Source: an optimization exercise on an open RTL-to-GDS flow (aim: small area, a short achievable clock period and few clock cycles per item). Production flows keep margins and buffers that such runs may drop. The RTL was checked by simulation tests, not by an equivalence proof against the original design. Power is estimated from default activity; no workload was simulated.

// rv32_exec_cluster
module rv32_exec_cluster (
    input  logic                   clk_i,
    input  logic                   rst_n_i,
    input  logic                   issue_valid_i,
    input  rv32_isa_pkg::exec_op_e issue_op_i,
    input  logic [32-1:0]       issue_a_i,
    input  logic [32-1:0]       issue_b_i,
    input  rv32_flow_pkg::tag_t    issue_tag_i,
    output logic                   issue_credit_o,
    input  logic                   res_credit_i,
    output logic                   res_valid_o,
    output rv32_flow_pkg::tag_t    res_tag_o,
    output logic [32-1:0]       res_data_o
);
Size: ~6,800 cells after synthesis, about 650 flip-flops, roughly 120 I/O pins.
Settings: LEC_CHECK=0, CAP_MARGIN=20, CORE_MARGIN=2, CORE_UTILIZATION=20, SETUP_SLACK_MARGIN=5, SLEW_MARGIN=20; clock period 10.0 ns.
run.sh (not shown) runs the stock make flow with config.mk's settings and CLKGATE_MAP_FILE= SYNTH_SCRIPT=/design/flow/synth_recipe.tcl, a recipe that flattens the netlist after the stock synthesis.
The baseline completed without violations.
Testbench counts at the start, summed over its fixed seeds: cycles 12,930, items 12,000.
Next try:
==> flow/flow/run.sh (new file) <==
#!/bin/bash
# The standard layout, with its timing repair aimed further below the clock
# period than config.mk's settings allow (a setup margin of 5.4 ns).
set -euo pipefail
bash standard.sh SETUP_SLACK_MARGIN=5.4 finish > standard_flow.log 2>&1
==> flow/standard.sh (new file) <==
#!/bin/bash
# synth_recipe.tcl (not shown) runs the flow's synth.tcl, then flattens the netlist and writes it again
# the make line also repeats each setting of config.mk as NAME=value (left out here)
make -C /OpenROAD-flow-scripts/flow DESIGN_CONFIG=/design/flow/config.mk WORK_HOME=/design/flow/orfs CLKGATE_MAP_FILE= SYNTH_SCRIPT=/design/flow/synth_recipe.tcl "${@:-finish}"
- CORE_UTILIZATION: 20 -> 40
- SETUP_SLACK_MARGIN: 5 -> unset
removed: flow/run.sh
Utilization rose by 23 points. Synthesized area is unchanged. Sequential share of layout area barely changes. Routed wire length rose by 0.40%. Cell area is about the same. Via count rose by 2.5%. Power rose by 0.91%.

Starting RTL as in the previous note.
==> flow/config.mk <==
export PLATFORM = sky130hd
export DESIGN_NAME = rv32_exec_cluster
export DESIGN_NICKNAME = rv32_exec_cluster
export VERILOG_FILES = /design/flow/design.v
export SDC_FILE = /design/flow/constraint.sdc
export NUM_CORES = 4
export LEC_CHECK = 0
export CAP_MARGIN = 20
export CORE_MARGIN = 2
export CORE_UTILIZATION = 40
export SLEW_MARGIN = 20
==> flow/constraint.sdc <==
create_clock -name core_clock -period 10.0 [get_ports {clk_i}]
set_input_delay 2.0000 -clock core_clock [delete_from_list [all_inputs] [get_ports {clk_i}]]
set_output_delay 2.0000 -clock core_clock [all_outputs]
set_load 0.01 [all_outputs]
standard.sh (not shown) runs the stock make flow with config.mk's settings and CLKGATE_MAP_FILE= SYNTH_SCRIPT=/design/flow/synth_recipe.tcl, a recipe that flattens the netlist after the stock synthesis.
==> flow/flow/run.sh <==
#!/bin/bash
# The standard layout, with its timing repair aimed further below the clock
# period than config.mk's settings allow (a setup margin of 5.6 ns).
set -euo pipefail
bash standard.sh SETUP_SLACK_MARGIN=5.6 finish > standard_flow.log 2>&1
Testbench counts at the start, summed over its fixed seeds: cycles 12,930, items 12,000.
==> next run, changes <==
==> flow/run.sh (new file) <==
#!/bin/bash
# synth_recipe.tcl (not shown) runs the flow's synth.tcl, then flattens the netlist and writes it again
# the make line also repeats each setting of config.mk as NAME=value (left out here)
make -C /OpenROAD-flow-scripts/flow DESIGN_CONFIG=/design/flow/config.mk WORK_HOME=/design/flow/orfs CLKGATE_MAP_FILE= SYNTH_SCRIPT=/design/flow/synth_recipe.tcl finish
SETUP_SLACK_MARGIN = 5   (was default)
removed: flow/flow/run.sh
removed: flow/standard.sh
Combinational power went down by about 8%.
Final cell count went down by 3.3%.
Cell area went down by 7.4%.
Total power went down by 5.2%.
Routed wire length went down by 10%.
Die area stays the same.
Clock skew went down by 0.016 ns.
Synthesized cell count is unchanged.
Register-to-register slack got worse by 0.30 ns.
Clock-buffer cell count went down by 1.
Via count went down by 5.4%.

## separate check: timing with driven ports
Ports are ideal in the flow. The routed layouts listed here were re-timed in OpenROAD.
Step 1 (the two cells are an assumption about what drives the block):
set clk [get_ports {clk_i}]
set_driving_cell -lib_cell sky130_fd_sc_hd__clkbuf_16 $clk
set_driving_cell -lib_cell sky130_fd_sc_hd__buf_2 [delete_from_list [all_inputs] $clk]
Step 2 also shifts input and output timing later by t, the mid clock arrival at the registers, as if the neighbouring blocks saw the same clock.
Three values: ideal ports, drivers, drivers and shift; two values: the first two.
run	t, ns	slack for setup (ns)	hold slack, ns	latest minus earliest clock arrival (ns)	worst slew at a driven data input, ns
the first run of note 1	0.800	5.064 / 5.051 / 5.064	0.327 / 0.327 / 0.327	0.059 / 0.059	0.22
the second run of note 1	0.780	5.331 / 5.331 / 5.331	0.330 / 0.330 / 0.330	0.056 / 0.056	0.07
the first run of note 2	0.785	5.351 / 5.351 / 5.351	0.330 / 0.330 / 0.330	0.070 / 0.070	0.25
the second run of note 2	0.789	5.053 / 4.999 / 5.053	0.331 / 0.331 / 0.331	0.056 / 0.056	0.06
After both steps setup and hold are still met in every run listed.
